From an optimization exercise on the open Yosys and OpenROAD flow, aimed at small area and a short achievable clock period; shortcuts taken in it are not production practice. Where RTL was checked, it was by simulation tests only, not by an equivalence proof against the original. Function not checked in run 4: the RTL went through the layout flow alone. No activity file was given, so power comes from the tool's default toggle rates.

$ cat flow/design.v
package alignPkg;
  localparam int SCORE_W = 11;
  typedef logic signed [SCORE_W-1:0] score_t;
  typedef logic [1:0] base_t;
  typedef struct packed {
    score_t m;
    score_t ix;
    score_t iy;
    score_t iz;
    score_t ixy;
    score_t iyz;
    score_t ixz;
  } scoreVec_t;
  typedef struct packed {
    scoreVec_t n1;
    scoreVec_t n2;
    scoreVec_t n3;
    base_t     a;
    base_t     b;
    base_t     c;
    logic      en;
  } cellIn_t;
endpackage
`timescale 1ns/1ps
module max7Tree (
  input  logic [76:0] x_i,      
  input  logic [20:0] thr_i,    
  input  logic        sel_i,    
  input  logic [10:0] ra_i,
  input  logic [10:0] rb_i,
  output logic [10:0] max_o
);
  logic       anyW;
  logic [1:0] q;
  logic [6:0] wrapped;
  logic [1:0] qf [7];
  always_comb begin
    for (int f = 0; f < 7; f++) begin
      wrapped[f] = ~|x_i[f*11+3 +: 8] & (x_i[f*11 +: 3] < thr_i[f*3 +: 3]);
      qf[f]      = x_i[f*11 +: 2] - thr_i[f*3 +: 2];
    end
    anyW = |wrapped;
    q[1] = 1'b0;
    for (int f = 0; f < 7; f++) q[1] = q[1] | (wrapped[f] & qf[f][1]);
    q[0] = 1'b0;
    for (int f = 0; f < 7; f++) q[0] = q[0] | (wrapped[f] & qf[f][0] & (qf[f][1] | ~q[1]));
  end
  logic ltA, ltB, lt;
  assign ltA = ~&ra_i[10:2] | (ra_i[1:0] < q);
  assign ltB = ~&rb_i[10:2] | (rb_i[1:0] < q);
  assign lt  = sel_i ? ltA : ltB;
  assign max_o = (anyW & lt) ? {9'h1ff, q} : (sel_i ? ra_i : rb_i);
endmodule
`timescale 1ns/1ps
module neighborDelay;
endmodule
`timescale 1ns/1ps
module cellUpdate #(
  parameter int P0 = 6, parameter int P1 = 0,
  parameter int Q0 = 5, parameter int Q1 = 2,
  parameter int R0 = 3, parameter int R1 = 1,
  parameter int S0 = 4
) (
  input  logic [76:0] src_i,      
  input  logic        bonus_i,    
  output logic [10:0] t1_o,       
  output logic [10:0] t2_o
);
  function automatic logic ge12(input logic [11:0] a, input logic [11:0] b, input logic cin);
    logic o;
    o = cin;
    for (int i = 0; i < 12; i++) o = (a[i] & ~b[i]) | ((a[i] | ~b[i]) & o);
    ge12 = o;
  endfunction
  logic [10:0] X [7];
  logic [76:0] xAll;
  for (genvar f = 0; f < 7; f++) begin : gX
    assign X[f] = {~src_i[f*11+10], src_i[f*11 +: 10]};
    assign xAll[f*11 +: 11] = X[f];
  end
  logic        selP, selQ, selR, aP, bR, gtAB, geAB;
  logic [10:0] xP, xQ, xR;
  logic [11:0] yA, yB, yS, yQ;
  logic [10:0] f1, f2;
  assign selP = ge12({1'b0, X[P0]}, {1'b0, X[P1]}, 1'b1);
  assign xP   = selP ? X[P0] : X[P1];
  assign selQ = ge12({1'b0, X[Q0]}, {1'b0, X[Q1]}, 1'b1);
  assign xQ   = selQ ? X[Q0] : X[Q1];
  assign selR = ge12({1'b0, X[R0]}, {1'b0, X[R1]}, 1'b1);
  assign xR   = selR ? X[R0] : X[R1];
  assign yS   = {1'b0, X[S0]} + 12'd1;
  assign yQ   = {1'b0, xQ} + 12'd1;
  assign aP = ge12({1'b0, xP}, {1'b0, xQ}, 1'b0);
  assign yA = aP ? {1'b0, xP} : yQ;
  assign bR = ge12({1'b0, xR}, {1'b0, X[S0]}, 1'b0);
  assign yB = bR ? {1'b0, xR} : yS;
  assign gtAB = ge12(yA, yB, 1'b0);
  assign geAB = ge12(yA, yB, 1'b1);
  logic [10:0] rA1, rB1, rA2, rB2;
  assign rA1 = yA[10:0] - 11'd4;
  assign rB1 = yB[10:0] - 11'd3;
  assign rA2 = bonus_i ? yA[10:0] - 11'd1 : yA[10:0] - 11'd3;
  assign rB2 = bonus_i ? yB[10:0] - 11'd1 : yB[10:0] - 11'd3;
  logic [20:0] thr1, thr2;
  always_comb begin
    thr1 = '0;
    thr2 = '0;
    thr1[P0*3 +: 3] = 3'd4;  thr1[P1*3 +: 3] = 3'd4;
    thr1[Q0*3 +: 3] = 3'd3;  thr1[Q1*3 +: 3] = 3'd3;
    thr1[R0*3 +: 3] = 3'd3;  thr1[R1*3 +: 3] = 3'd3;
    thr1[S0*3 +: 3] = 3'd2;
    thr2[P0*3 +: 3] = bonus_i ? 3'd1 : 3'd3;  thr2[P1*3 +: 3] = bonus_i ? 3'd1 : 3'd3;
    thr2[Q0*3 +: 3] = bonus_i ? 3'd0 : 3'd2;  thr2[Q1*3 +: 3] = bonus_i ? 3'd0 : 3'd2;
    thr2[R0*3 +: 3] = bonus_i ? 3'd1 : 3'd3;  thr2[R1*3 +: 3] = bonus_i ? 3'd1 : 3'd3;
    thr2[S0*3 +: 3] = bonus_i ? 3'd0 : 3'd2;
  end
  max7Tree fix1 (.x_i(xAll), .thr_i(thr1), .sel_i(gtAB), .ra_i(rA1), .rb_i(rB1), .max_o(f1));
  max7Tree fix2 (.x_i(xAll), .thr_i(thr2), .sel_i(geAB), .ra_i(rA2), .rb_i(rB2), .max_o(f2));
  assign t1_o = {~f1[10], f1[9:0]};
  assign t2_o = {~f2[10], f2[9:0]};
endmodule
`timescale 1ns/1ps
module alignCell (
  input  logic        clk,
  input  logic        rst,
  input  logic [76:0] n1_i,
  input  logic [76:0] n2_i,
  input  logic [76:0] n3_i,
  input  logic [1:0]  a_i,
  input  logic [1:0]  b_i,
  input  logic [1:0]  c_i,
  input  logic        en_i,
  output logic [76:0] state_o,
  output logic [1:0]  baseA_o,
  output logic        en_o
);
  function automatic logic ge12(input logic [11:0] a, input logic [11:0] b, input logic cin);
    logic o;
    o = cin;
    for (int i = 0; i < 12; i++) o = (a[i] & ~b[i]) | ((a[i] | ~b[i]) & o);
    ge12 = o;
  endfunction
  function automatic logic ge13(input logic [12:0] a, input logic [12:0] b, input logic cin);
    logic o;
    o = cin;
    for (int i = 0; i < 13; i++) o = (a[i] & ~b[i]) | ((a[i] | ~b[i]) & o);
    ge13 = o;
  endfunction
  localparam int FM = 6, FIX = 5, FIY = 4, FIZ = 3, FIXY = 2, FIYZ = 1, FIXZ = 0;
  logic [76:0] S;
  logic [10:0] iyzPre;
  logic [1:0]  A, B, C;
  logic        E;
  logic [10:0] mPre, ixyPre, ixzPre;
  logic        start;
  logic        eqAB, eqBC, eqAC, eqABn, eqBCn, eqACn;
  assign start = en_i & ~E;
  assign eqAB  = (A == B);
  assign eqBC  = (B == C);
  assign eqAC  = (A == C);
  assign eqABn = (a_i == b_i);
  assign eqBCn = (b_i == c_i);
  assign eqACn = (a_i == c_i);
  logic [10:0] iyN, ixyPreD, izN, ixzPreD;
  cellUpdate #(.P0(FM), .P1(FIXZ), .Q0(FIX), .Q1(FIXY), .R0(FIZ), .R1(FIYZ), .S0(FIY)) uN2 (
    .src_i(n2_i), .bonus_i(eqABn), .t1_o(iyN), .t2_o(ixyPreD));
  cellUpdate #(.P0(FM), .P1(FIXY), .Q0(FIX), .Q1(FIXZ), .R0(FIY), .R1(FIYZ), .S0(FIZ)) uN3 (
    .src_i(n3_i), .bonus_i(eqACn), .t1_o(izN), .t2_o(ixzPreD));
  logic [10:0] xs [7];
  logic [10:0] xn [7];
  for (genvar f = 0; f < 7; f++) begin : gX
    assign xs[f] = {~S[f*11+10], S[f*11 +: 10]};
    assign xn[f] = {~n1_i[f*11+10], n1_i[f*11 +: 10]};
  end
  function automatic logic [11:0] wkey(input logic [10:0] x, input logic [2:0] c);
    wkey = {~|x[10:3] & (x[2:0] < c), x};
  endfunction
  logic [11:0] s1a, s1b, s2, s4, ks [7];
  logic [12:0] sIx1, s4d, sZ, sW;
  logic [10:0] ixF;
  logic        c1a, c1b, c2, c4, cz, cw;
  assign ks[FM]   = wkey(xs[FM],   3'd4);
  assign ks[FIX]  = wkey(xs[FIX],  3'd2);
  assign ks[FIY]  = wkey(xs[FIY],  3'd3);
  assign ks[FIZ]  = wkey(xs[FIZ],  3'd3);
  assign ks[FIXY] = wkey(xs[FIXY], 3'd3);
  assign ks[FIYZ] = wkey(xs[FIYZ], 3'd4);
  assign ks[FIXZ] = wkey(xs[FIXZ], 3'd3);
  assign c1a = ge12(ks[FIY],  ks[FIZ],  1'b1);
  assign s1a = c1a ? ks[FIY] : ks[FIZ];
  assign c1b = ge12(ks[FIXY], ks[FIXZ], 1'b1);
  assign s1b = c1b ? ks[FIXY] : ks[FIXZ];
  assign c2  = ge12(s1a, s1b, 1'b1);
  assign s2  = c2 ? s1a : s1b;                        
  assign c4  = ge12(ks[FM], ks[FIYZ], 1'b1);
  assign s4  = c4 ? ks[FM] : ks[FIYZ];                
  assign sIx1 = {1'b0, ks[FIX]} + 13'd1;              
  assign cz = ge13({1'b0, s4}, sIx1, 1'b0);
  assign sZ = cz ? {1'b0, s4} : sIx1 + 13'd1;
  assign cw = ge13({1'b0, s2} + 13'd1, sZ, 1'b1);
  assign sW = cw ? {1'b0, s2} + 13'd1 : sZ;
  assign ixF = sW[10:0] - 11'd4;
  logic [2:0]  tA, tB;
  logic [10:0] na1, na2, nA, nb1, nB;
  logic [11:0] kyA, kyB;
  logic [10:0] iyzF;
  logic        kAB;
  logic [6:0]  n0, n1, n2;
  for (genvar f = 0; f < 7; f++) begin : gN
    logic lo;
    assign lo    = ~|xn[f][10:2];
    assign n0[f] = lo & (xn[f][1:0] == 2'd0);
    assign n1[f] = lo & (xn[f][1:0] == 2'd1);
    assign n2[f] = lo & (xn[f][1:0] == 2'd2);
  end
  logic pA0, pA1, pA2, pB0, pB1;
  assign pA0 = n0[FM] | n0[FIX] | n0[FIXY] | n0[FIXZ];
  assign pA1 = n1[FM] | n1[FIX] | n1[FIXY] | n1[FIXZ];
  assign pA2 = n2[FM] | n2[FIX] | n2[FIXY] | n2[FIXZ];
  assign pB0 = n0[FIY] | n0[FIZ] | n0[FIYZ];
  assign pB1 = n1[FIY] | n1[FIZ] | n1[FIYZ];
  assign tA = eqBCn ? 3'd1 : 3'd3;
  assign tB = eqBCn ? 3'd0 : 3'd2;
  assign na1 = ge12({1'b0, xn[FM]},   {1'b0, xn[FIX]},  1'b1) ? xn[FM]   : xn[FIX];
  assign na2 = ge12({1'b0, xn[FIXY]}, {1'b0, xn[FIXZ]}, 1'b1) ? xn[FIXY] : xn[FIXZ];
  assign nA  = ge12({1'b0, na1}, {1'b0, na2}, 1'b1) ? na1 : na2;
  assign nb1 = ge12({1'b0, xn[FIY]},  {1'b0, xn[FIZ]},  1'b1) ? xn[FIY]  : xn[FIZ];
  assign nB  = ge12({1'b0, nb1}, {1'b0, xn[FIYZ]}, 1'b1) ? nb1 : xn[FIYZ];
  always_comb begin
    if (eqBCn)
      kyA = pA0 ? 12'h800 : {1'b0, nA};
    else
      kyA = pA2 ? 12'h802 : pA1 ? 12'h801 : pA0 ? 12'h800 : {1'b0, nA};
    if (eqBCn)
      kyB = {1'b0, nB};
    else
      kyB = pB1 ? 12'h801 : pB0 ? 12'h800 : {1'b0, nB};
  end
  assign kAB  = ge12(kyA, kyB, 1'b0);
  assign iyzF = kAB ? (eqBCn ? kyA[10:0] - 11'd1 : kyA[10:0] - 11'd3)
                    : (eqBCn ? kyB[10:0]          : kyB[10:0] - 11'd2);
  logic [11:0] km [7];
  logic [6:0]  is0, is1, is2, is5, is6, is7;
  for (genvar f = 0; f < 7; f++) begin : gKm
    logic lo, hi;
    assign lo = ~|xn[f][10:2];
    assign hi = &xn[f][10:2];
    assign is0[f] = lo & (xn[f][1:0] == 2'd0);
    assign is1[f] = lo & (xn[f][1:0] == 2'd1);
    assign is2[f] = lo & (xn[f][1:0] == 2'd2);
    assign is5[f] = hi & (xn[f][1:0] == 2'd1);
    assign is6[f] = hi & (xn[f][1:0] == 2'd2);
    assign is7[f] = hi & (xn[f][1:0] == 2'd3);
    assign km[f] = {~(hi & |xn[f][1:0]), xn[f]};
  end
  logic [11:0] m1a, m1b, m1c, m2a, m2b, m3;
  assign m1a = ge12(km[FM],   km[FIX],  1'b1) ? km[FM]   : km[FIX];
  assign m1b = ge12(km[FIY],  km[FIZ],  1'b1) ? km[FIY]  : km[FIZ];
  assign m1c = ge12(km[FIXY], km[FIYZ], 1'b1) ? km[FIXY] : km[FIYZ];
  assign m2a = ge12(m1a, m1b, 1'b1) ? m1a : m1b;
  assign m2b = ge12(m1c, km[FIXZ], 1'b1) ? m1c : km[FIXZ];
  assign m3  = ge12(m2a, m2b, 1'b1) ? m2a : m2b;
  logic [10:0] mK;        
  logic [5:0]  mP;        
  logic        t3, tm1;
  logic [10:0] mPreX;
  assign t3  = eqABn & eqBCn;
  assign tm1 = ~t3 & (eqABn | eqBCn | eqACn);
  always_comb begin
    if (t3)
      mPreX = mK + 11'd3;
    else if (tm1)
      mPreX = mP[0] ? 11'd2047 : mP[5] ? 11'd2046 : mP[4] ? 11'd2045 : mP[3] ? 11'd2044
            : mK - 11'd1;
    else
      mPreX = mP[2] ? 11'd2047 : mP[1] ? 11'd2046 : mP[0] ? 11'd2045
            : mP[5] ? 11'd2044 : mP[4] ? 11'd2043 : mP[3] ? 11'd2042 : mK - 11'd3;
  end
  logic [10:0] mN, ixN, ixyN, ixzN;
  assign ixN  = start ? 11'h7fe : {~ixF[10], ixF[9:0]};
  assign mN   = start ? ((eqAB & eqBC) ? 11'd3 : (eqAB | eqBC | eqAC) ? 11'h7ff : 11'h7fd) : mPre;
  assign ixyN = start ? (eqAB ? 11'd0 : 11'h7fe) : ixyPre;
  assign ixzN = start ? (eqAC ? 11'd0 : 11'h7fe) : ixzPre;
  always_ff @(posedge clk or posedge rst) begin
    if (rst) begin
      S      <= '0;
      iyzPre <= '0;
      mK     <= 11'h400;   
      mP     <= '0;
      A      <= '0;
      B      <= '0;
      C      <= '0;
      E      <= 1'b0;
      mPre   <= 11'd3;    
      ixyPre <= '0;
      ixzPre <= '0;
    end else begin
      S      <= {mN, ixN, iyN, izN, ixyN, iyzPre, ixzN};
      iyzPre <= {~iyzF[10], iyzF[9:0]};
      mK     <= m3[10:0];
      mP     <= {|is7, |is6, |is5, |is2, |is1, |is0};
      A      <= a_i;
      B      <= b_i;
      C      <= c_i;
      E      <= en_i;
      mPre   <= {~mPreX[10], mPreX[9:0]};
      ixyPre <= ixyPreD;
      ixzPre <= ixzPreD;
    end
  end
  assign state_o = S;
  assign baseA_o = A;
  assign en_o    = E;
endmodule
`timescale 1ns/1ps
module alignCellTop (
  input  logic        clk,
  input  logic        rst,
  input  logic [76:0] n1_i,
  input  logic [76:0] n2_i,
  input  logic [76:0] n3_i,
  input  logic [1:0]  a_i,
  input  logic [1:0]  b_i,
  input  logic [1:0]  c_i,
  input  logic        en_i,
  output logic [76:0] state_o,
  output logic [1:0]  baseA_o,
  output logic        en_o
);
  alignCell alignCell_inst (
    .clk     (clk),
    .rst     (rst),
    .n1_i    (n1_i),
    .n2_i    (n2_i),
    .n3_i    (n3_i),
    .a_i     (a_i),
    .b_i     (b_i),
    .c_i     (c_i),
    .en_i    (en_i),
    .state_o (state_o),
    .baseA_o (baseA_o),
    .en_o    (en_o)
  );
endmodule
$ cat flow/run.sh
#!/bin/bash
# synth_recipe.tcl (not shown) runs the flow's synth.tcl, then flattens the netlist and writes it again
# the make line also repeats each setting of config.mk as NAME=value (left out here)
make -C /OpenROAD-flow-scripts/flow DESIGN_CONFIG=/design/flow/config.mk WORK_HOME=/design/flow/orfs CLKGATE_MAP_FILE= SYNTH_SCRIPT=/design/flow/synth_recipe.tcl finish
$ cat flow/config.mk
export PLATFORM = sky130hd
export DESIGN_NAME = alignCellTop
export DESIGN_NICKNAME = alignCellTop
export VERILOG_FILES = /design/flow/design.v
export SDC_FILE = /design/flow/constraint.sdc
export NUM_CORES = 4
export LEC_CHECK = 0
export ABC_AREA = 1
export CAP_MARGIN = 20
export CORE_MARGIN = 2
export CORE_UTILIZATION = 45
export SETUP_SLACK_MARGIN = 2
export SLEW_MARGIN = 20
$ cat flow/constraint.sdc
create_clock -name core_clock -period 11.0 [get_ports {clk}]
set_input_delay 2.2000 -clock core_clock [delete_from_list [all_inputs] [get_ports {clk}]]
set_output_delay 2.2000 -clock core_clock [all_outputs]
set_load 0.01 [all_outputs]
==> impl_metrics.toml, run 1 <==
[setup_path]
reg2reg_from = "alignCell_inst.S[67]$_DFF_PP0_"
crit_path_max_fanout = 18
worstPathArrival_ns = 8.06
crit_start = "n2_i[1]"
critical_path_class = "in2reg"
cp.required_ns = 11.29
endpoint_kind = "register"
cp_slowest_cell = "o21ai_0"
crit_path_start_kind = "primary input"
cpMostUsedCell = "nand2_1"
slowest_delay_ns = 0.69

[cts]
post-cts-setup-buffers = 0
cts_max_level = 4
tritoncts = "built"
holdBufCountCts = 0
clk_latency_ns = 0.42
numCtsBuffers = 17
clock-root-buffer = "clkbuf_16"
cts.clk_slew.worst_paths_ns = 0.06
cts_resized = 0
clockBufferDepth = 2
cts_sinks = 145

[timing]
rsz0062_at_grt = "no"
tightest_slew_ns = 1.01
hold_violations = 0
fin_worst_skew_ns = 0.0124
setup_slack_ns = 3.23
post-route-period-util = 0.706
fin_crit_ns = 7.77
setup_tns_ns = 0
finalSetupViolCount = 0
drv_slew = 0
fmax_mhz = 129
slew_headroom = 0.322

[place]
dpl.hpwl_um = 64700
dp.cells = 4885
port_buffers = 319
gp_congestion = 1.00
dp_slack_ns = 2.85
post_dp_cell_area_um2 = 25500

[synthesis]
yosysSeqAreaShare = 0.166
async_flop_share = 1.00
synth_top_cell_area_share = 0.237
syn_area_um2 = 21900
synthTopCellsByArea = "nand2_1, dfrtp_1, inv_1, nand3_1, o21ai_0"
syn_nets = 4291
ys_seq_elements = 145
synth_edf_count = 0
yosysUniqueCellTypes = 65
ys_warn_count = 11
syn-instance-count = 4005
synth.avg_cell_area_um2 = 5.46
yosysTopAreaCell = "nand2_1"
synthFlopType = "dfrtp_1"

[detailed_routing]
antenna_left = 0
drt_wl_total_um = 77400
dr.pass1.iters = 5
viasPerCell = 5.31
wl_per_cell_um = 15.7
drc = 0
drt_iter0_drc = 2297
vias = 26100

[floorplanning]
die_area_um2 = 50400
die_x_um = 224
num_rows = 80
coreArea_um2 = 47800
top_level_ports = 320
chipHeight_um = 224
start_util = 0.457

[flow_run]
cap_viol_max_count = 0

[final_layout]
area_growth_pct = 19.5
layout.cells.non_filler = 4917
final_nets = 4575
drive_gt1_frac = 0.0435
antennaDiodeCount = 0
stdcell_area_um2 = 26100

[global_routing]
grt_pass1_wl_um = 124000
antenna_found_initial = 1
first_global_vias = 23700
grt_max_degree = 74
grt_use_total = 0.301
gr-total-overflow = 0

[pwr]
power_uw = 6900
irDropWorstVdd_mv = 0.342
p_leak_uw = 0.0137
power_density_nw_per_um2 = 264

[worst_hold_path]
hold_path_class = "reg2reg"
min_from = "alignCell_inst.iyzPre[8]$_DFF_PP0_"

[status]
status = "complete, no violations"
worst max-delay path, delay by kind of cell:
| family | cells | cell delay (ns) |
|---|---|---|
| xor+xnor | 1 | 0.18 |
| fa+ha+maj | 1 | 0.29 |
| simple gates | 23 | 2.41 |
| buf+inv | 6 | 1.13 |
| compound gates | 9 | 1.83 |
synth_stat cells (all sizes together) (2+ instances only):
library cell,number
nand4,69
a32o,4
xnor2,22
nand2,1425
buf,47
nand3b,21
inv,694
clkinv,6
a211o,2
a22o,8
a22oi,7
o21ai,314
or2,52
o32ai,5
and2,13
nor2,278
a21oi,61
a211oi,15
o2111ai,3
o221ai,8
o211ai,20
and3,2
nand3,356
nor3b,5
dfrtp,142
o21a,10
nor4,54
ha,44
xor2,94
dfstp,3
o22ai,91
a2111o,2
fa,2
o311ai,2
nor3,85
a21boi,2
clkbuf,13
or3,2
o31ai,8
a31oi,4
o21bai,3
cells in the final DEF, fill, tap and decap left out, types with 9 or more instances in the layout:
cell	n
dfrtp_1	142
o21a_1	10
nor2_1	270
and2_1	13
o22ai_1	91
clkdlybuf4s50_1	319
nor3_1	81
o21ai_2	15
o21ai_1	58
xor2_1	94
inv_1	665
xnor2_1	21
nand3_1	351
clkbuf_16	17
or2_2	36
o211ai_1	20
nand2_1	1380
a21oi_1	58
nand4_1	69
nand2_2	39
inv_2	28
a211oi_1	15
nand3b_1	21
ha_1	44
nor4_1	53
or2_1	9
o21ai_0	241
per-stage QoR:
stage / hold WS [ns] / util
floorplan: 0.331 / -
global placement: 0.333 / 0.533
CTS: 0.350 / 0.546
global route: 0.355 / 0.546
detailed placement: 0.335 / 0.533
finish: 0.344 / 0.546
power breakdown:
part / switching, uW / total [uW] / internal (uW)
Combinational: 3400 / 5210 / 1810
Sequential: 293 / 1080 / 792
Clock: 234 / 602 / 368
cell families after synthesis:
family | after synthesis | share of synthesized area
AND/OR/NAND/NOR | 2362 | 0.467
flip-flops | 145 | 0.166
AO/OA/AOI/OAI | 576 | 0.155
adder cells (fa/ha/maj) | 46 | 0.0270
XOR/XNOR | 116 | 0.0468
buffers and inverters | 760 | 0.137
per-layer routing:
| layer | routed length (um) | track usage | vias to the layer above |
|---|---|---|---|
| li1 | - | - | 13500 |
| met1 | 35800 | 0.420 | 11500 |
| met2 | 34400 | 0.491 | 982 |
| met3 | 5450 | 0.0383 | 122 |
| met4 | 1760 | 0.0741 | 2 |
| met5 | 9 | 0 | - |
registers in the layout, indices dropped and copies added (netlist names), 2 cells and up:
signal / cells
alignCell_inst.A: 2
alignCell_inst.B: 2
alignCell_inst.C: 2
alignCell_inst.S: 77
alignCell_inst.ixyPre: 11
alignCell_inst.ixzPre: 11
alignCell_inst.iyzPre: 11
alignCell_inst.mK: 11
alignCell_inst.mP: 6
alignCell_inst.mPre: 11
area by class of cell:
cell class | instances | area [um2]
inverters | 700 | 2630
multi-input cells | 3100 | 15200
fillers | 5085 | 21700
clock inverters | 13 | 175
flip-flops and latches | 145 | 3630
well taps | 615 | 769
clock buffers | 19 | 443
repair buffers | 325 | 3240
path summary, 6_finish.rpt:
kind | cells after the start | endpoint | slack, ns
min reg2reg | 0 | alignCell_inst.S[19]$_DFF_PP0_ | 0.34
max | 40 | alignCell_inst.ixyPre[3]$_DFF_PP0_ | 3.23
max reg2reg | 53 | alignCell_inst.S[65]$_DFF_PP0_ | 5.31
min in group asynchronous | 2 | alignCell_inst.E$_DFF_PP0_ | 2.25
max in group asynchronous | 3 | alignCell_inst.S[35]$_DFF_PP0_ | 7.42
min | 0 | alignCell_inst.S[19]$_DFF_PP0_ | 0.34
==> inputs of run 2 (changes only) <==
--- a/flow/config.mk
+++ b/flow/config.mk
@@ -5,9 +5,7 @@
 export SDC_FILE = /design/flow/constraint.sdc
 export NUM_CORES = 4
 export LEC_CHECK = 0
-export ABC_AREA = 1
 export CAP_MARGIN = 20
 export CORE_MARGIN = 2
 export CORE_UTILIZATION = 45
-export SETUP_SLACK_MARGIN = 2
 export SLEW_MARGIN = 20
==> impl_metrics.toml, run 2 <==
[flow_run]
cap_viol_max_count = 0

[place]
post_dp_cell_area_um2 = 26400
dp_slack_ns = 1.80
dpl.hpwl_um = 71300
port_buffers = 319
gp_congestion = 1.08

[detailed_routing]
viasPerCell = 6.42
wl_per_cell_um = 21.6
vias = 26400
drt_wl_total_um = 88900
drt_iter0_drc = 2883
dr.pass1.iters = 8
drc = 0
antenna_left = 0

[floorplanning]
die_x_um = 229
num_rows = 82
top_level_ports = 320
start_util = 0.456
die_area_um2 = 52500
coreArea_um2 = 50100
chipHeight_um = 229

[synthesis]
syn_nets = 3465
synthFlopType = "dfrtp_1"
yosysUniqueCellTypes = 122
synth_edf_count = 0
yosysTopAreaCell = "dfrtp_1"
synth.top_cells.by_count = "nand2_1, nor2_1, inv_1"
async_flop_share = 1.00
yosysMostFrequentCell = "nand2_1"
synthTopCellsByArea = "dfrtp_1, mux2i_1, nand2_1, nor2_1, xnor2_1"
syn_area_um2 = 22800
syn-instance-count = 3179
yosysSeqAreaShare = 0.159
synth.avg_cell_area_um2 = 7.17
ys_seq_elements = 145
synth_top_cell_area_share = 0.156
ys_warn_count = 11

[timing]
slew_headroom = 0.265
fin_crit_ns = 8.90
fmax_mhz = 112
hold_violations = 0
finalSetupViolCount = 0
holdWs_ns = 0.338
fin_worst_skew_ns = 0.0107
post-route-period-util = 0.809
tightest_slew_ns = 1.10
setup_tns_ns = 0
setup_slack_ns = 2.10
rsz0062_at_grt = "no"
drv_slew = 0

[cts]
cts_sinks = 145
numCtsBuffers = 17
post-cts-setup-buffers = 0
clockBufferDepth = 2
tritoncts = "built"
cts.clk_slew.worst_paths_ns = 0.07
cts_max_level = 4
clock-root-buffer = "clkbuf_16"
holdBufCountCts = 0
cts_resized = 0
clk_latency_ns = 0.44

[final_layout]
final_nets = 3707
largest_reg_flops = 77
drive_gt1_frac = 0.0699
multi_input_area_um2 = 17900
mostFrequentLayoutCells = "nand2_1, clkdlybuf4s50_1, nor2_1"
fillerInstances = 4920
area_growth_pct = 18.7
final_common_cell = "nand2_1"
stdcell_area_um2 = 27100
regMostFlops = "alignCell_inst.S"
regArea_um2 = 3630

[pwr]
p_leak_uw = 0.0109
power_density_nw_per_um2 = 237
power_uw = 6410
irDropWorstVdd_mv = 0.281

[status]
status = "complete, no violations"

[setup_path]
path_cells = "clkdlybuf4s50_1 -> nand2b_1 -> a21oi_1 -> o41ai_1 -> o21bai_1 -> a31o_2 -> nand2_2 -> mux2_4 -> o31ai_1 -> nand4_1 -> a32oi_4 -> nor2_1 -> a21oi_1 -> ha_1 -> nand3_1 -> o21ai_0 -> nand3_1 -> xnor2_1 -> nand3_1 -> nor3b_1 -> and4_1 -> a211o_1 -> o211ai_1"
cpMostUsedCell = "nand3_1"
endpoint_kind = "register"
crit_path_start_kind = "primary input"
worstPathArrival_ns = 9.19
slowest_delay_ns = 0.70
crit_path_max_fanout = 23
cp_slowest_cell = "a32oi_4"
cp.required_ns = 11.29
critical_path_class = "in2reg"

[global_routing]
first_global_vias = 25000
antenna_found_initial = 3
grt_max_degree = 79
gr-total-overflow = 0
grt_use_total = 0.324
grt_pass1_wl_um = 138000

[worst_hold_path]
hold_path_class = "reg2reg"
==> run 2: changes by cell type after synthesis, sizes merged, moves of 56 or more <==
cell / before / now
mux2i: 0 / 155
a21oi: 61 / 180
nand3: 356 / 117
nand2: 1425 / 377
clkbuf: 13 / 69
nand2b: 0 / 84
inv: 694 / 195
nor2b: 0 / 62
xnor2: 22 / 123
o21ai: 314 / 187
==> run 2: per-stage QoR <==
stage / std cells / utilization
final: 4109 / 0.541
after global routing: 4109 / 0.541
after CTS: 4106 / 0.540
after detailed placement: 4074 / 0.528
after global placement: 4074 / 0.528
after floorplan: 3179 / -
==> run 2: logic make-up (layout without fill, tap and decap cells) <==
| group | Yosys count | count (layout) | share of synthesized area |
|---|---|---|---|
| and+or+nand+nor | 1334 | 1334 | 0.288 |
| adders and majority gates | 96 | 96 | 0.0488 |
| xor gates and xnor gates | 186 | 186 | 0.0714 |
| other | 0 | 3 | 0 |
| buffers and inverters | 311 | 566 | 0.0575 |
| AOI/OAI and AO/OA | 903 | 903 | 0.282 |
| muxes | 204 | 204 | 0.0930 |
| DFF | 145 | 145 | 0.159 |
==> run 2: routing by layer <==
layer | GRT usage | vias to the layer above | wire length [um]
met2 | 0.532 | 1329 | 40500
met5 | 0 | - | 0
li1 | - | 12300 | -
met3 | 0.0479 | 250 | 6800
met1 | 0.417 | 12500 | 37300
met4 | 0.156 | 0 | 4300
==> run 2: worst paths after layout <==
path,startpoint,end,slack (ns),cells after the start
worst max-delay path,n2_i[55],alignCell_inst.ixyPre[7]$_DFF_PP0_,2.10,23
worst min-delay path,alignCell_inst.iyzPre[0]$_DFF_PP0_,alignCell_inst.S[11]$_DFF_PP0_,0.34,0
worst max register to register,alignCell_inst.S[27]$_DFF_PP0_,alignCell_inst.S[65]$_DFF_PP0_,2.22,30
worst min register to register,alignCell_inst.iyzPre[0]$_DFF_PP0_,alignCell_inst.S[11]$_DFF_PP0_,0.34,0
max in group asynchronous,rst,alignCell_inst.S[48]$_DFF_PP0_,7.39,3
min in group asynchronous,rst,alignCell_inst.A[0]$_DFF_PP0_,2.28,2
==> run 2: where the power goes <==
group,switching [uW],internal [uW],leakage (uW),total [uW]
Combinational,2730,1940,0.00885,4670
Sequential,335,785,0.00170,1120
Clock,265,345,0.000300,610
Total,3330,3070,0.0109,6410
==> run 2: area by class of cell <==
class,instances,share of cell area
antenna,3,0.000277
clock buffer,17,0.0157
clock inverter,15,0.00689
inverter,196,0.0274
multi-input combinational,2723,0.661
sequential,145,0.134
tap,672,0.0311
timing repair buffer,338,0.123
==> run 2: critical path: cells and delay by family <==
family / cells / cell delay (ns)
AOI/OAI and AO/OA: 10 / 3.63
and+or+nand+nor: 9 / 1.60
buffers and inverters: 1 / 0.66
adders and majority gates: 1 / 0.43
muxes: 1 / 0.36
xor gates and xnor gates: 1 / 0.28
==> inputs of run 3 (changes only) <==
==> flow/flow/run.sh (new file) <==
#!/bin/bash
# The standard layout, with plain sky130_fd_sc_hd__buf_1 cells as the port
# buffers (the resizer's timing repair sizes them up where a path needs it).
# make's full output goes to flow.log here; each ORFS step keeps its own log
# under orfs/logs/.
set -euo pipefail
bash standard.sh "BUFFER_PORTS_ARGS=-buffer_cell sky130_fd_sc_hd__buf_1" finish > flow.log 2>&1
==> flow/standard.sh (new file) <==
#!/bin/bash
# synth_recipe.tcl (not shown) runs the flow's synth.tcl, then flattens the netlist and writes it again
# the make line also repeats each setting of config.mk as NAME=value (left out here)
make -C /OpenROAD-flow-scripts/flow DESIGN_CONFIG=/design/flow/config.mk WORK_HOME=/design/flow/orfs CLKGATE_MAP_FILE= SYNTH_SCRIPT=/design/flow/synth_recipe.tcl "${@:-finish}"
--- a/flow/config.mk
+++ b/flow/config.mk
@@ -8,4 +8,5 @@
 export CAP_MARGIN = 20
 export CORE_MARGIN = 2
 export CORE_UTILIZATION = 45
+export SETUP_SLACK_MARGIN = 2
 export SLEW_MARGIN = 20
removed: flow/run.sh
==> impl_metrics.toml, run 3 <==
[synthesis]
syn_nets = 3465
synthFlopType = "dfrtp_1"
ys_warn_count = 11
synth.top_cells.by_count = "nand2_1, nor2_1, inv_1"
synth_edf_count = 0
synth.avg_cell_area_um2 = 7.17
yosysSeqAreaShare = 0.159
synthTopCellsByArea = "dfrtp_1, mux2i_1, nand2_1, nor2_1, xnor2_1"
yosysMostFrequentCell = "nand2_1"
async_flop_share = 1.00
syn-instance-count = 3179
synth_top_cell_area_share = 0.156
yosysUniqueCellTypes = 122
syn_area_um2 = 22800
ys_seq_elements = 145
yosysTopAreaCell = "dfrtp_1"

[place]
dpl.hpwl_um = 72900
dp_slack_ns = 1.99
gp_congestion = 1.11
port_buffers = 319

[setup_path]
path_cells = "buf_1 -> nand4b_1 -> nor4_1 -> o21ai_0 -> nor2b_1 -> a311oi_2 -> buf_4 -> mux2_2 -> or2_2 -> a31o_2 -> maj3_2 -> mux2i_2 -> o21ba_2 -> o22ai_1 -> o2111a_1 -> a41oi_1 -> nor3_1 -> maj3_1 -> o32ai_2 -> mux2_2"
crit_path_max_fanout = 20
cp_slowest_cell = "nor4_1"
cp.required_ns = 11.33
worstPathArrival_ns = 9.00
cpMostUsedCell = "mux2_2"
worstPathBufferInverterCount = 2
crit_family = "compound AO/OA/AOI/OAI gates"
slowest_delay_ns = 0.92
critical_path_class = "in2reg"
crit_path_start_kind = "primary input"
endpoint_kind = "register"

[timing]
finalSetupViolCount = 0
tightest_slew_ns = 1.20
slew_headroom = 0.191
fmax_mhz = 115
setup_slack_ns = 2.33
hold_violations = 0
fin_worst_skew_ns = 0.0122
holdWs_ns = 0.346
post-route-period-util = 0.788
drv_slew = 0
rsz0062_at_grt = "no"
fin_crit_ns = 8.67
setup_tns_ns = 0

[pwr]
internal-power_uw = 2830
p_sw_frac = 0.543
power_density_nw_per_um2 = 247
power_frac_seq = 0.178
p_clk_frac = 0.095
comb_power_share = 0.727
p_leak_uw = 0.00999
p_sw_uw = 3370
power_uw = 6200
irDropWorstVdd_mv = 0.288

[cts]
clockBufferDepth = 2
tritoncts = "built"
clock-root-buffer = "clkbuf_16"
clk_latency_ns = 0.44
numCtsBuffers = 17
cts_sinks = 145
cts_max_level = 4
cts.clk_slew.worst_paths_ns = 0.07

[flow_run]
cap_viol_max_count = 0

[final_layout]
fillerInstances = 5201
drive_gt1_frac = 0.0710
largest_reg_flops = 77
mostFrequentLayoutCells = "nand2_1, buf_1, nor2_1"
final_nets = 3710
final_common_cell = "nand2_1"
regMostFlops = "alignCell_inst.S"
area_growth_pct = 10.0

[global_routing]
first_global_vias = 24600
top_usage_layer = "met2"
use_met1 = 0.423
antenna_found_initial = 1
use_met3 = 0.0449
gr-total-overflow = 0
grt_max_degree = 80
grt_pass1_wl_um = 140000
use_met2 = 0.556
grt_use_total = 0.333

[detailed_routing]
vias = 26400
drt_wl_total_um = 90800
drc = 0
dr.pass1.iters = 8
antenna_left = 0
viasPerCell = 6.42
drt_iter0_drc = 2532
wl_per_cell_um = 22.1

[floorplanning]
num_rows = 82
die_area_um2 = 52500
chipHeight_um = 229
die_x_um = 229
start_util = 0.456
coreArea_um2 = 50100
top_level_ports = 320

[status]
status = "complete, no violations"

[worst_hold_path]
hold_path_class = "reg2reg"
## run 3: path summary, 6_finish.rpt
path                                                         start                        endpoint  slack [ns]  cells after the start
worst max-delay path                                      n1_i[31]  alignCell_inst.mK[2]$_DFF_PP0_        2.33                     20
worst min-delay path            alignCell_inst.iyzPre[0]$_DFF_PP0_  alignCell_inst.S[11]$_DFF_PP0_        0.35                      0
worst max register to register      alignCell_inst.S[27]$_DFF_PP0_  alignCell_inst.S[65]$_DFF_PP0_        2.69                     30
worst min register to register  alignCell_inst.iyzPre[0]$_DFF_PP0_  alignCell_inst.S[11]$_DFF_PP0_        0.35                      0
max in group asynchronous                                      rst  alignCell_inst.S[50]$_DFF_PP0_        7.75                      3
min in group asynchronous                                      rst   alignCell_inst.A[0]$_DFF_PP0_        1.88                      2
## run 3: area by class of cell
type / instances / area [um2] / share of cell area
multi-input cells: 2724 / 17900 / 0.714
flip-flops and latches: 145 / 3630 / 0.145
repair buffers: 340 / 1360 / 0.0540
well taps: 672 / 841 / 0.0335
inverters: 196 / 742 / 0.0296
clock buffers: 17 / 425 / 0.0170
clock inverters: 15 / 170 / 0.00678
diodes: 1 / 2.50 / 0.0000997
## run 3: repair_timing
action / CTS / global route
gates resized for setup: 0 / 6
setup buffers: 0 / 0
hold buffers: 0 / 0
endpoints found under the setup margin: 0 / 21
## run 3: per-layer routing
metal | routed length [um] | share of wire
met1 | 38000 | 0.42
met2 | 41800 | 0.46
met3 | 6130 | 0.068
met4 | 4810 | 0.053
met5 | 0 | 0
## run 3: cell families after synthesis
kind of cell,after synthesis,synth area share
xor gates and xnor gates,186,0.0714
and+or+nand+nor,1334,0.288
DFF,145,0.159
muxes,204,0.0930
buffers and inverters,311,0.0575
AOI/OAI and AO/OA,903,0.282
adders and majority gates,96,0.0488
## run 3: power by group through the flow
stage / sequential (uW) / clock, uW / combinational [uW]
6_report: 1110 / 589 / 4510
5_1_grt: 1130 / 624 / 4950
3_5_place_dp: 1100 / 0 / 4370
4_1_cts: 1090 / 596 / 4400
3_3_place_gp: 1100 / 0 / 4310
2_1_floorplan: 1020 / 0 / 3340
## run 3: metrics by stage
stage,cell area [um2],cells,utilization
after CTS,25000,4107,0.500
after floorplan,22800,3179,-
final,25100,4110,0.501
after global routing,25100,4110,0.501
after detailed placement,24400,4075,0.488
after global placement,24400,4075,0.488
==> inputs of run 4 (changes only) <==
--- a/flow/design.v
+++ b/flow/design.v
@@ -200,66 +200,55 @@
   assign cw = ge13({1'b0, s2} + 13'd1, sZ, 1'b1);
   assign sW = cw ? {1'b0, s2} + 13'd1 : sZ;
   assign ixF = sW[10:0] - 11'd4;
-  logic [2:0]  tA, tB;
-  logic [10:0] na1, na2, nA, nb1, nB;
-  logic [11:0] kyA, kyB;
-  logic [10:0] iyzF;
-  logic        kAB;
-  logic [6:0]  n0, n1, n2;
+  logic [6:0]  n0, n1, n2, n5, n6, n7;
+  logic [11:0] km [7];
   for (genvar f = 0; f < 7; f++) begin : gN
-    logic lo;
+    logic lo, hi;
     assign lo    = ~|xn[f][10:2];
+    assign hi    = &xn[f][10:2];
     assign n0[f] = lo & (xn[f][1:0] == 2'd0);
     assign n1[f] = lo & (xn[f][1:0] == 2'd1);
     assign n2[f] = lo & (xn[f][1:0] == 2'd2);
+    assign n5[f] = hi & (xn[f][1:0] == 2'd1);
+    assign n6[f] = hi & (xn[f][1:0] == 2'd2);
+    assign n7[f] = hi & (xn[f][1:0] == 2'd3);
+    assign km[f] = {~(hi & |xn[f][1:0]), xn[f]};
   end
-  logic pA0, pA1, pA2, pB0, pB1;
+  logic pA0, pA1, pA2, pA5, pA6, pA7, pB0, pB1, pB2, pB5, pB6, pB7;
   assign pA0 = n0[FM] | n0[FIX] | n0[FIXY] | n0[FIXZ];
   assign pA1 = n1[FM] | n1[FIX] | n1[FIXY] | n1[FIXZ];
   assign pA2 = n2[FM] | n2[FIX] | n2[FIXY] | n2[FIXZ];
+  assign pA5 = n5[FM] | n5[FIX] | n5[FIXY] | n5[FIXZ];
+  assign pA6 = n6[FM] | n6[FIX] | n6[FIXY] | n6[FIXZ];
+  assign pA7 = n7[FM] | n7[FIX] | n7[FIXY] | n7[FIXZ];
   assign pB0 = n0[FIY] | n0[FIZ] | n0[FIYZ];
   assign pB1 = n1[FIY] | n1[FIZ] | n1[FIYZ];
-  assign tA = eqBCn ? 3'd1 : 3'd3;
-  assign tB = eqBCn ? 3'd0 : 3'd2;
-  assign na1 = ge12({1'b0, xn[FM]},   {1'b0, xn[FIX]},  1'b1) ? xn[FM]   : xn[FIX];
-  assign na2 = ge12({1'b0, xn[FIXY]}, {1'b0, xn[FIXZ]}, 1'b1) ? xn[FIXY] : xn[FIXZ];
-  assign nA  = ge12({1'b0, na1}, {1'b0, na2}, 1'b1) ? na1 : na2;
-  assign nb1 = ge12({1'b0, xn[FIY]},  {1'b0, xn[FIZ]},  1'b1) ? xn[FIY]  : xn[FIZ];
-  assign nB  = ge12({1'b0, nb1}, {1'b0, xn[FIYZ]}, 1'b1) ? nb1 : xn[FIYZ];
+  assign pB2 = n2[FIY] | n2[FIZ] | n2[FIYZ];
+  assign pB5 = n5[FIY] | n5[FIZ] | n5[FIYZ];
+  assign pB6 = n6[FIY] | n6[FIZ] | n6[FIYZ];
+  assign pB7 = n7[FIY] | n7[FIZ] | n7[FIYZ];
+  logic [11:0] na1, na2, nA, nb1, nB, kyA, kyB, m3;
+  logic [10:0] iyzF;
+  logic        kAB;
+  assign na1 = ge12(km[FM],   km[FIX],  1'b1) ? km[FM]   : km[FIX];
+  assign na2 = ge12(km[FIXY], km[FIXZ], 1'b1) ? km[FIXY] : km[FIXZ];
+  assign nA  = ge12(na1, na2, 1'b1) ? na1 : na2;
+  assign nb1 = ge12(km[FIY],  km[FIZ],  1'b1) ? km[FIY]  : km[FIZ];
+  assign nB  = ge12(nb1, km[FIYZ], 1'b1) ? nb1 : km[FIYZ];
+  assign m3  = ge12(nA, nB, 1'b1) ? nA : nB;
   always_comb begin
-    if (eqBCn)
-      kyA = pA0 ? 12'h800 : {1'b0, nA};
+    if (eqBCn ? pA0 : (pA0 | pA1 | pA2))
+      kyA = {1'b1, 9'd0, eqBCn ? 2'd0 : pA2 ? 2'd2 : pA1 ? 2'd1 : 2'd0};
     else
-      kyA = pA2 ? 12'h802 : pA1 ? 12'h801 : pA0 ? 12'h800 : {1'b0, nA};
-    if (eqBCn)
-      kyB = {1'b0, nB};
+      kyA = {1'b0, pA7 ? 11'd2047 : pA6 ? 11'd2046 : pA5 ? 11'd2045 : nA[10:0]};
+    if (~eqBCn & (pB0 | pB1))
+      kyB = {1'b1, 9'd0, pB1 ? 2'd1 : 2'd0};
     else
-      kyB = pB1 ? 12'h801 : pB0 ? 12'h800 : {1'b0, nB};
+      kyB = {1'b0, pB7 ? 11'd2047 : pB6 ? 11'd2046 : pB5 ? 11'd2045 : nB[10:0]};
   end
   assign kAB  = ge12(kyA, kyB, 1'b0);
   assign iyzF = kAB ? (eqBCn ? kyA[10:0] - 11'd1 : kyA[10:0] - 11'd3)
                     : (eqBCn ? kyB[10:0]          : kyB[10:0] - 11'd2);
-  logic [11:0] km [7];
-  logic [6:0]  is0, is1, is2, is5, is6, is7;
-  for (genvar f = 0; f < 7; f++) begin : gKm
-    logic lo, hi;
-    assign lo = ~|xn[f][10:2];
-    assign hi = &xn[f][10:2];
-    assign is0[f] = lo & (xn[f][1:0] == 2'd0);
-    assign is1[f] = lo & (xn[f][1:0] == 2'd1);
-    assign is2[f] = lo & (xn[f][1:0] == 2'd2);
-    assign is5[f] = hi & (xn[f][1:0] == 2'd1);
-    assign is6[f] = hi & (xn[f][1:0] == 2'd2);
-    assign is7[f] = hi & (xn[f][1:0] == 2'd3);
-    assign km[f] = {~(hi & |xn[f][1:0]), xn[f]};
-  end
-  logic [11:0] m1a, m1b, m1c, m2a, m2b, m3;
-  assign m1a = ge12(km[FM],   km[FIX],  1'b1) ? km[FM]   : km[FIX];
-  assign m1b = ge12(km[FIY],  km[FIZ],  1'b1) ? km[FIY]  : km[FIZ];
-  assign m1c = ge12(km[FIXY], km[FIYZ], 1'b1) ? km[FIXY] : km[FIYZ];
-  assign m2a = ge12(m1a, m1b, 1'b1) ? m1a : m1b;
-  assign m2b = ge12(m1c, km[FIXZ], 1'b1) ? m1c : km[FIXZ];
-  assign m3  = ge12(m2a, m2b, 1'b1) ? m2a : m2b;
   logic [10:0] mK;        
   logic [5:0]  mP;        
   logic        t3, tm1;
@@ -298,7 +287,7 @@
       S      <= {mN, ixN, iyN, izN, ixyN, iyzPre, ixzN};
       iyzPre <= {~iyzF[10], iyzF[9:0]};
       mK     <= m3[10:0];
-      mP     <= {|is7, |is6, |is5, |is2, |is1, |is0};
+      mP     <= {pA7 | pB7, pA6 | pB6, pA5 | pB5, pA2 | pB2, pA1 | pB1, pA0 | pB0};
       A      <= a_i;
       B      <= b_i;
       C      <= c_i;
==> flow/run.sh (new file) <==
#!/bin/bash
# synth_recipe.tcl (not shown) runs the flow's synth.tcl, then flattens the netlist and writes it again
# the make line also repeats each setting of config.mk as NAME=value (left out here)
make -C /OpenROAD-flow-scripts/flow DESIGN_CONFIG=/design/flow/config.mk WORK_HOME=/design/flow/orfs CLKGATE_MAP_FILE= SYNTH_SCRIPT=/design/flow/synth_recipe.tcl finish
--- a/flow/config.mk
+++ b/flow/config.mk
@@ -5,6 +5,7 @@
 export SDC_FILE = /design/flow/constraint.sdc
 export NUM_CORES = 4
 export LEC_CHECK = 0
+export ABC_AREA = 1
 export CAP_MARGIN = 20
 export CORE_MARGIN = 2
 export CORE_UTILIZATION = 45
removed: flow/flow/run.sh
removed: flow/standard.sh
==> impl_metrics.toml, run 4 <==
[status]
status = "complete, no violations"

[timing]
holdWs_ns = 0.347
rsz0062_at_grt = "no"
finalSetupViolCount = 0
slew_headroom = 0.293
post-route-period-util = 0.693
fin_crit_ns = 7.62
hold_violations = 0
tightest_slew_ns = 1.06
fin_worst_skew_ns = 0.00909
setup_tns_ns = 0
fmax_mhz = 131
drv_slew = 0

[synthesis]
yosysTopAreaCell = "nand2_1"
syn_nets = 4091
synth.avg_cell_area_um2 = 5.60
ys_seq_elements = 145
synthFlopType = "dfrtp_1"
syn_area_um2 = 21300
yosysSeqAreaShare = 0.171
async_flop_share = 1.00
synth_edf_count = 0
syn-instance-count = 3802
ys_warn_count = 11
yosysUniqueCellTypes = 72
synthTopCellsByArea = "nand2_1, dfrtp_1, inv_1, nand3_1, xor2_1"
synth.top_cells.by_count = "nand2_1, inv_1, nand3_1"
yosysMostFrequentCell = "nand2_1"
synth_top_cell_area_share = 0.228

[global_routing]
gr-total-overflow = 0
first_global_vias = 22800
antenna_found_initial = 2
grt_max_degree = 77
grt_use_total = 0.285
grt_pass1_wl_um = 117000

[setup_path]
critical_path_class = "in2reg"
r2r_cells = 58
crit_path_start_kind = "primary input"
cp_slowest_cell = "clkdlybuf4s50_1"
reg2reg_slack_ns = 5.26
reg2reg_from = "alignCell_inst.S[45]$_DFF_PP0_"
crit-reg2reg-capture = "alignCell_inst.S[63]$_DFF_PP0_"
cp.required_ns = 11.36
worstPathArrival_ns = 7.98
crit_path_max_fanout = 20
endpoint_kind = "register"
cpMostUsedCell = "nand2_1"
slowest_delay_ns = 0.57

[cts]
holdBufCountCts = 0
post-cts-setup-buffers = 0
cts.clk_slew.worst_paths_ns = 0.06
numCtsBuffers = 17
clockBufferDepth = 2
clk_latency_ns = 0.42
tritoncts = "built"
clock-root-buffer = "clkbuf_16"
cts_resized = 0
cts_sinks = 145
cts_max_level = 4

[final_layout]
multi_input_area_um2 = 14700
area_growth_pct = 19.9
final_common_cell = "nand2_1"
regMostFlops = "alignCell_inst.S"
fillerInstances = 5019
mostFrequentLayoutCells = "nand2_1, inv_1, nand3_1"
final_nets = 4373
drive_gt1_frac = 0.0598
largest_reg_flops = 77
finish.utilization = 0.547
stdcell_area_um2 = 25500
regArea_um2 = 3630

[detailed_routing]
vias = 24400
antenna_left = 0
drt_iter0_drc = 1796
wl_per_cell_um = 15.0
drt_wl_total_um = 70400
viasPerCell = 5.19
drc = 0
dr.pass1.iters = 16

[flow_run]
cap_viol_max_count = 0

[pwr]
p_clk_frac = 0.087
p_sw_uw = 3870
p_sw_frac = 0.565
comb_power_share = 0.757
irDropWorstVdd_mv = 0.318
internal-power_uw = 2980
p_leak_uw = 0.0133
power_uw = 6850
power_density_nw_per_um2 = 268
power_frac_seq = 0.156

[place]
gp_congestion = 0.966
dpl.hpwl_um = 59500
post_dp_cell_area_um2 = 24900
port_buffers = 319

[floorplanning]
die_x_um = 221
num_rows = 79
chipHeight_um = 221
die_area_um2 = 49000
coreArea_um2 = 46700
top_level_ports = 320
start_util = 0.456

[worst_hold_path]
hold_path_class = "reg2reg"
holdPathEnd = "alignCell_inst.S[18]$_DFF_PP0_"
min_path_cells = 0
min_from = "alignCell_inst.iyzPre[7]$_DFF_PP0_"
run 4: changes by cell type after synthesis, moves of 69 or more:
cell | before | now
a21oi_1 | 170 | 47
inv_1 | 192 | 621
mux2i_1 | 152 | 1
nand2_1 | 370 | 1293
nand2b_1 | 84 | 0
nand3_1 | 116 | 323
nor2_1 | 302 | 223
o21ai_1 | 21 | 90
xnor2_1 | 123 | 22
run 4: how the worst max path moves through the flow:
stage	depth (start not counted)	from	end
CTS	42	n1_i[60]	alignCell_inst.iyzPre[3]$_DFF_PP0_
global route	45	n1_i[4]	alignCell_inst.iyzPre[2]$_DFF_PP0_
global placement	47	n1_i[56]	alignCell_inst.iyzPre[8]$_DFF_PP0_
floorplan	41	n3_i[23]	alignCell_inst.ixzPre[2]$_DFF_PP0_
detailed placement	42	n1_i[60]	alignCell_inst.iyzPre[3]$_DFF_PP0_
finish	42	n1_i[29]	alignCell_inst.iyzPre[3]$_DFF_PP0_
run 4: cells by family (layout without fill, tap and decap cells):
logic type / after synthesis / in the layout / share of synthesized area
other cells: 0 / 1 / 0
compound gates: 531 / 531 / 0.153
xor+xnor: 123 / 123 / 0.0506
buf+inv: 741 / 1036 / 0.138
simple gates: 2212 / 2212 / 0.457
fa+ha+maj: 49 / 49 / 0.0299
flops: 145 / 145 / 0.171
mux: 1 / 1 / 0.000470
run 4: layer usage:
| layer | part of all wire | wire [um] | vias up | global-route usage |
|---|---|---|---|---|
| met2 | 0.45 | 32000 | 657 | 0.479 |
| met4 | 0.018 | 1300 | 4 | 0.0647 |
| li1 | - | - | 12900 | - |
| met3 | 0.057 | 4000 | 85 | 0.0327 |
| met1 | 0.47 | 33100 | 10800 | 0.392 |
| met5 | 0.00038 | 27 | - | 0 |
run 4: layout make-up:
cell class                      count  area share
Antenna cell                        1   0.0000980
Clock buffer                       19      0.0177
Clock inverter                     13     0.00652
Inverter                          678      0.0999
Multi-Input combinational cell   2916       0.576
Sequential cell                   145       0.142
Tap cell                          607      0.0298
Timing Repair Buffer              326       0.127
run 4: through the flow:
step / setup slack (ns) / cells
finish: 3.38 / 4705
floorplan: 4.78 / 3802
global route: 2.40 / 4704
detailed placement: 2.97 / 4672
global placement: 3.01 / 4672
CTS: 3.41 / 4704
run 4: critical path: cells and delay by family:
family,cells,cell delay (ns)
AOI/OAI and AO/OA,3,0.77
and+or+nand+nor,36,4.24
buffers and inverters,3,0.75
run 4: power by group through the flow:
stage	clock network, uW	registers (uW)	logic, uW
4_1_cts	607	1060	5200
3_3_place_gp	0	1070	5140
6_report	595	1070	5180
5_1_grt	636	1100	6000
2_1_floorplan	0	1010	4000
3_5_place_dp	0	1070	5180
==> inputs of run 5 (changes only) <==
--- a/flow/design.v
+++ b/flow/design.v
@@ -45,11 +45,10 @@
     q[0] = 1'b0;
     for (int f = 0; f < 7; f++) q[0] = q[0] | (wrapped[f] & qf[f][0] & (qf[f][1] | ~q[1]));
   end
-  logic ltA, ltB, lt;
-  assign ltA = ~&ra_i[10:2] | (ra_i[1:0] < q);
-  assign ltB = ~&rb_i[10:2] | (rb_i[1:0] < q);
-  assign lt  = sel_i ? ltA : ltB;
-  assign max_o = (anyW & lt) ? {9'h1ff, q} : (sel_i ? ra_i : rb_i);
+  logic [10:0] fa, fb;
+  assign fa = (anyW & (~&ra_i[10:2] | (ra_i[1:0] < q))) ? {9'h1ff, q} : ra_i;
+  assign fb = (anyW & (~&rb_i[10:2] | (rb_i[1:0] < q))) ? {9'h1ff, q} : rb_i;
+  assign max_o = sel_i ? fa : fb;
 endmodule
 `timescale 1ns/1ps
 module neighborDelay;
==> flow/flow/run.sh (new file) <==
#!/bin/bash
# The standard layout, with plain sky130_fd_sc_hd__buf_1 cells as the port
# buffers (the resizer's timing repair sizes them up where a path needs it).
# make's full output goes to flow.log here; each ORFS step keeps its own log
# under orfs/logs/.
set -euo pipefail
bash standard.sh "BUFFER_PORTS_ARGS=-buffer_cell sky130_fd_sc_hd__buf_1" finish > flow.log 2>&1
==> flow/standard.sh (new file) <==
#!/bin/bash
# synth_recipe.tcl (not shown) runs the flow's synth.tcl, then flattens the netlist and writes it again
# the make line also repeats each setting of config.mk as NAME=value (left out here)
make -C /OpenROAD-flow-scripts/flow DESIGN_CONFIG=/design/flow/config.mk WORK_HOME=/design/flow/orfs CLKGATE_MAP_FILE= SYNTH_SCRIPT=/design/flow/synth_recipe.tcl "${@:-finish}"
--- a/flow/config.mk
+++ b/flow/config.mk
@@ -9,5 +9,5 @@
 export CAP_MARGIN = 20
 export CORE_MARGIN = 2
 export CORE_UTILIZATION = 45
-export SETUP_SLACK_MARGIN = 2
+export SETUP_SLACK_MARGIN = 3
 export SLEW_MARGIN = 20
removed: flow/run.sh
==> impl_metrics.toml, run 5 <==
[pwr]
p_leak_uw = 0.0128
irDropWorstVdd_mv = 0.495
power_density_nw_per_um2 = 283

[synthesis]
synth.avg_cell_area_um2 = 5.47
yosysSeqAreaShare = 0.172
async_flop_share = 1.00
synthTopCellsByArea = "nand2_1, dfrtp_1, inv_1, nand3_1, o21ai_0"
synth_edf_count = 0
yosysTopAreaCell = "nand2_1"
synth_top_cell_area_share = 0.242
yosysUniqueCellTypes = 68
yosysMostFrequentCell = "nand2_1"
syn_area_um2 = 21200
ys_warn_count = 11
syn_nets = 4160
synth.top_cells.by_count = "nand2_1, inv_1, nand3_1"
ys_seq_elements = 145
syn-instance-count = 3871
synthFlopType = "dfrtp_1"

[final_layout]
regArea_um2 = 3630
largest_reg_flops = 77
antennaDiodeCount = 0
mostFrequentLayoutCells = "nand2_1, inv_1, nand3_1"
multi_input_area_um2 = 14600
area_growth_pct = 10.7
final_common_cell = "nand2_1"
drive_gt1_frac = 0.0411
fillerInstances = 5201
final_nets = 4437
regMostFlops = "alignCell_inst.S"
layout.cells.non_filler = 4767

[floorplanning]
start_util = 0.455
top_level_ports = 320
coreArea_um2 = 46500
num_rows = 79
chipHeight_um = 221
die_x_um = 221
die_area_um2 = 48800

[place]
port_buffers = 319
dpl.hpwl_um = 56800
gp_congestion = 0.976
dp.cells = 4736

[detailed_routing]
drc = 0
drt_iter0_drc = 1805
viasPerCell = 5.18
antenna_left = 0
vias = 24700
dr.pass1.iters = 5
wl_per_cell_um = 14.2
drt_wl_total_um = 67900

[timing]
slew_headroom = 0.332
tightest_slew_ns = 1.00
finalSetupViolCount = 0
fin_worst_skew_ns = 0.0161
setup_tns_ns = 0
post-route-period-util = 0.654
fmax_mhz = 139
fin_crit_ns = 7.20
rsz0062_at_grt = "no"
hold_violations = 0
drv_slew = 0

[setup_path]
critical_path_class = "in2reg"
crit_path_max_fanout = 22
slowest_delay_ns = 0.57
worstPathArrival_ns = 7.49
worstPathBufferInverterCount = 4
crit_path_start_kind = "primary input"
endpoint_kind = "register"
cp.required_ns = 11.29
cpMostUsedCell = "nand2_1"
crit_family = "simple AND/OR/NAND/NOR gates"
cp_slowest_cell = "o21ai_0"

[cts]
cts_resized = 0
clk_latency_ns = 0.42
holdBufCountCts = 0
cts_max_level = 4
cts_sinks = 145
tritoncts = "built"
cts.clk_slew.worst_paths_ns = 0.06
post-cts-setup-buffers = 0
clockBufferDepth = 2
numCtsBuffers = 17
clock-root-buffer = "clkbuf_16"

[global_routing]
first_global_vias = 22800
grt_max_degree = 78
gr-total-overflow = 0
antenna_found_initial = 0
grt_pass1_wl_um = 113000
grt_use_total = 0.273

[status]
status = "complete, no violations"

[worst_hold_path]
hold_path_class = "reg2reg"

[flow_run]
cap_viol_max_count = 0
==> run 5: changes by cell type after synthesis, sizes merged, moves of 6 or more <==
cell	change
nand3b	-8
o22ai	+15
nand2	+59
inv	+6
clkbuf	-6
xor2	-8
nor4	-9
nand4	-17
o2111ai	-8
nand3	+50
a211oi	-9
a22oi	-6
buf	+12
==> run 5: power by group <==
group | switching (uW) | internal, uW
Combinational | 3350 | 1590
Clock | 237 | 369
Sequential | 280 | 792
Total | 3870 | 2750
==> run 5: cell families (layout without fill, tap and decap cells) <==
family,after synthesis,count (layout),synth area share
compound gates,525,525,0.144
xor+xnor,113,113,0.0468
simple gates,2284,2284,0.466
buf+inv,755,1044,0.141
flops,145,145,0.172
fa+ha+maj,49,49,0.0300
==> run 5: metrics by stage <==
step	utilization	instance area (um2)	setup slack (ns)	hold slack [ns]	total power (uW)
finish	0.504	23400	3.80	0.345	6620
floorplan	-	21200	4.34	0.331	4950
global placement	0.490	22800	3.30	0.333	5970
global route	0.504	23400	3.03	0.351	7470
detailed placement	0.490	22800	3.22	0.335	5990
CTS	0.504	23400	3.66	0.347	6620
==> run 5: path summary, 6_finish.rpt <==
kind                                               startpoint                            endpoint  slack, ns  cells after the start
setup / recovery                                     n1_i[30]  alignCell_inst.iyzPre[7]$_DFF_PP0_       3.80                     34
hold / removal             alignCell_inst.iyzPre[5]$_DFF_PP0_      alignCell_inst.S[16]$_DFF_PP0_       0.34                      0
setup reg to reg               alignCell_inst.S[44]$_DFF_PP0_      alignCell_inst.S[65]$_DFF_PP0_       5.15                     52
hold reg to reg            alignCell_inst.iyzPre[5]$_DFF_PP0_      alignCell_inst.S[16]$_DFF_PP0_       0.34                      0
max in group asynchronous                                 rst  alignCell_inst.ixzPre[5]$_DFF_PP0_       7.77                      3
min in group asynchronous                                 rst          alignCell_inst.E$_DFF_PP0_       1.86                      2
==> run 5: worst register-to-register path: cells and delay by family (launching register included) <==
kind,cells,cell delay (ns)
buffers and inverters,2,0.18
AND/OR/NAND/NOR,45,3.84
flip-flops,1,0.48
adder cells (fa/ha/maj),2,0.46
AO/OA/AOI/OAI,3,0.72
==> run 5: layout make-up <==
type | instances | share of cell area
Inverter | 686 | 0.110
Sequential cell | 145 | 0.155
Clock inverter | 12 | 0.00748
Clock buffer | 19 | 0.0189
Multi-Input combinational cell | 2971 | 0.622
Tap cell | 607 | 0.0324
Timing Repair Buffer | 327 | 0.0537
==> run 5: routing by layer <==
layer,vias to the layer above,GRT usage,part of all wire
met4,0,0.0591,0.017
met1,10900,0.391,0.49
met2,751,0.444,0.44
li1,13000,-,-
met3,82,0.0287,0.057
met5,-,0,0
==> inputs of run 6 (changes only) <==
--- a/flow/config.mk
+++ b/flow/config.mk
@@ -9,5 +9,5 @@
 export CAP_MARGIN = 20
 export CORE_MARGIN = 2
 export CORE_UTILIZATION = 45
-export SETUP_SLACK_MARGIN = 3
+export SETUP_SLACK_MARGIN = 2
 export SLEW_MARGIN = 20
==> impl_metrics.toml, run 6 <==
[status]
status = "complete, no violations"

[final_layout]
layout.cells.non_filler = 4767
largest_reg_flops = 77
stdcell_area_um2 = 23400
antennaDiodeCount = 0
mostFrequentLayoutCells = "nand2_1, inv_1, nand3_1"
regMostFlops = "alignCell_inst.S"
final_nets = 4437
drive_gt1_frac = 0.0397
final_common_cell = "nand2_1"
finish.utilization = 0.504
area_growth_pct = 10.6

[synthesis]
ys_seq_elements = 145
synth.avg_cell_area_um2 = 5.47
ys_warn_count = 11
yosysMostFrequentCell = "nand2_1"
syn_area_um2 = 21200
yosysTopAreaCell = "nand2_1"
synthFlopType = "dfrtp_1"
syn-instance-count = 3871
async_flop_share = 1.00
synth_edf_count = 0
syn_nets = 4160
synth.top_cells.by_count = "nand2_1, inv_1, nand3_1"
yosysUniqueCellTypes = 68
synth_top_cell_area_share = 0.242
yosysSeqAreaShare = 0.172
synthTopCellsByArea = "nand2_1, dfrtp_1, inv_1, nand3_1, o21ai_0"

[timing]
finalSetupViolCount = 0
fin_crit_ns = 7.39
tightest_slew_ns = 1.01
hold_violations = 0
slew_headroom = 0.324
holdWs_ns = 0.345
setup_tns_ns = 0
post-route-period-util = 0.672
fin_worst_skew_ns = 0.0162
fmax_mhz = 135
drv_slew = 0
rsz0062_at_grt = "no"

[worst_hold_path]
min_path_cells = 0
holdPathEnd = "alignCell_inst.S[16]$_DFF_PP0_"
hold_path_class = "reg2reg"
min_from = "alignCell_inst.iyzPre[5]$_DFF_PP0_"

[floorplanning]
die_area_um2 = 48800
num_rows = 79
start_util = 0.455
top_level_ports = 320
coreArea_um2 = 46500
die_x_um = 221
chipHeight_um = 221

[pwr]
internal-power_uw = 2750
irDropWorstVdd_mv = 0.495
p_leak_uw = 0.0128
p_sw_uw = 3870
power_density_nw_per_um2 = 283
p_sw_frac = 0.585
p_clk_frac = 0.092
power_frac_seq = 0.162
comb_power_share = 0.747

[cts]
clock-root-buffer = "clkbuf_16"
cts.clk_slew.worst_paths_ns = 0.06
numCtsBuffers = 17
cts_max_level = 4
cts_resized = 0
tritoncts = "built"
cts_sinks = 145
clockBufferDepth = 2
clk_latency_ns = 0.42
holdBufCountCts = 0
post-cts-setup-buffers = 0

[global_routing]
grt_use_total = 0.273
gr-total-overflow = 0
first_global_vias = 22800
antenna_found_initial = 0
grt_pass1_wl_um = 113000
grt_max_degree = 78

[setup_path]
cpMostUsedCell = "nand2_1"
crit-reg2reg-capture = "alignCell_inst.S[65]$_DFF_PP0_"
reg2reg_slack_ns = 5.15
crit_path_start_kind = "primary input"
worstPathArrival_ns = 7.70
cp.required_ns = 11.31
crit_path_max_fanout = 22
endpoint_kind = "register"
r2r_cells = 55
reg2reg_from = "alignCell_inst.S[24]$_DFF_PP0_"
slowest_delay_ns = 0.52
cp_slowest_cell = "fa_1"
crit_start = "n2_i[1]"
critical_path_class = "in2reg"

[detailed_routing]
drc = 0
vias = 24700
drt_iter0_drc = 1834
viasPerCell = 5.18
wl_per_cell_um = 14.2
drt_wl_total_um = 67900
dr.pass1.iters = 5
antenna_left = 0

[place]
post_dp_cell_area_um2 = 22800
port_buffers = 319
dp.cells = 4736
gp_congestion = 0.976
dpl.hpwl_um = 56800

[flow_run]
cap_viol_max_count = 0
==> run 6: cell counts after synthesis <==
No cell type changed its count.
==> run 6: how the worst max path moves through the flow <==
stage | to | slack, ns | cells past startpoint
6_report | alignCell_inst.ixyPre[0]$_DFF_PP0_ | 3.61 | 42
5_1_grt | alignCell_inst.ixyPre[0]$_DFF_PP0_ | 2.67 | 42
4_1_cts | alignCell_inst.ixyPre[0]$_DFF_PP0_ | 3.66 | 40
3_5_place_dp | alignCell_inst.ixyPre[0]$_DFF_PP0_ | 3.22 | 40
3_3_place_gp | alignCell_inst.ixyPre[1]$_DFF_PP0_ | 3.30 | 40
2_1_floorplan | alignCell_inst.ixyPre[1]$_DFF_PP0_ | 4.34 | 40
==> run 6: metal layers <==
metal  track usage  vias to the layer above  part of all wire
met5             0                        -                 0
met2         0.444                      692              0.44
met4        0.0591                        0             0.018
met1         0.391                    10900              0.49
met3        0.0287                       88             0.053
li1              -                    13000                 -
==> run 6: logic make-up after synthesis <==
family          after synthesis  share of synthesized area
xor+xnor                    113                     0.0468
fa+ha+maj                    49                     0.0300
flops                       145                      0.172
compound gates              525                      0.144
simple gates               2284                      0.466
buf+inv                     755                      0.141
==> run 6: area by class of cell <==
class | instances | area (um2)
fillers | 5204 | 23100
flip-flops and latches | 145 | 3630
well taps | 607 | 759
inverters | 686 | 2580
clock buffers | 19 | 443
clock inverters | 12 | 175
repair buffers | 327 | 1260
multi-input cells | 2971 | 14600
==> run 6: worst max-delay path, delay by kind of cell <==
kind	cells	cell delay [ns]
xor gates and xnor gates	1	0.21
and+or+nand+nor	25	2.68
adders and majority gates	1	0.52
buffers and inverters	3	0.38
AOI/OAI and AO/OA	12	1.72
==> run 6: per-stage QoR <==
stage                     power [uW]  setup WS, ns
after floorplan                 4950          4.34
after global placement          5970          3.30
after detailed placement        5990          3.22
after CTS                       6620          3.66
after global routing            7460          2.67
final                           6620          3.61
==> run 6: power groups by stage <==
stage	registers, uW	clock network [uW]	logic [uW]
floorplan	1010	0	3940
global placement	1070	0	4900
detailed placement	1070	0	4920
CTS	1060	619	4940
global route	1100	643	5720
finish	1070	606	4940

[what the ideal ports hide]
Ports are ideal in the flow. The routed layouts listed here were re-timed in OpenROAD. Step 1: set_driving_cell puts a clkbuf_16 on clk and a buf_2 on each other input, an assumption about the parent block. Step 2 adds t to the input delays and takes it off the output delays; t is the mean of the earliest and latest rising clock arrival at the registers after step 1. Input paths then give back, and output paths get back, about the clock's delay inside the block. Three values: no drivers, after step 1, after step 2; two values: the first two.
run | shift t [ns] | setup WS [ns] | slew at the worst register clock pin (ns)
run 1 | 0.466 | 3.231 / 3.250 / 2.785 | 0.07 / 0.07
run 2 | 0.493 | 2.100 / 2.133 / 1.639 | 0.07 / 0.07
run 3 | 0.491 | 2.329 / 2.360 / 1.869 | 0.08 / 0.08
run 4 | 0.466 | 3.381 / 3.405 / 2.940 | 0.06 / 0.06
run 5 | 0.462 | 3.802 / 3.825 / 3.363 | 0.07 / 0.07
run 6 | 0.462 | 3.608 / 3.636 / 3.174 | 0.07 / 0.07
After both steps setup and hold are still met in every run listed. For run 2, which loses most, drivers alone change the setup slack by +0.033 ns; drivers and shift together by -0.461 ns.
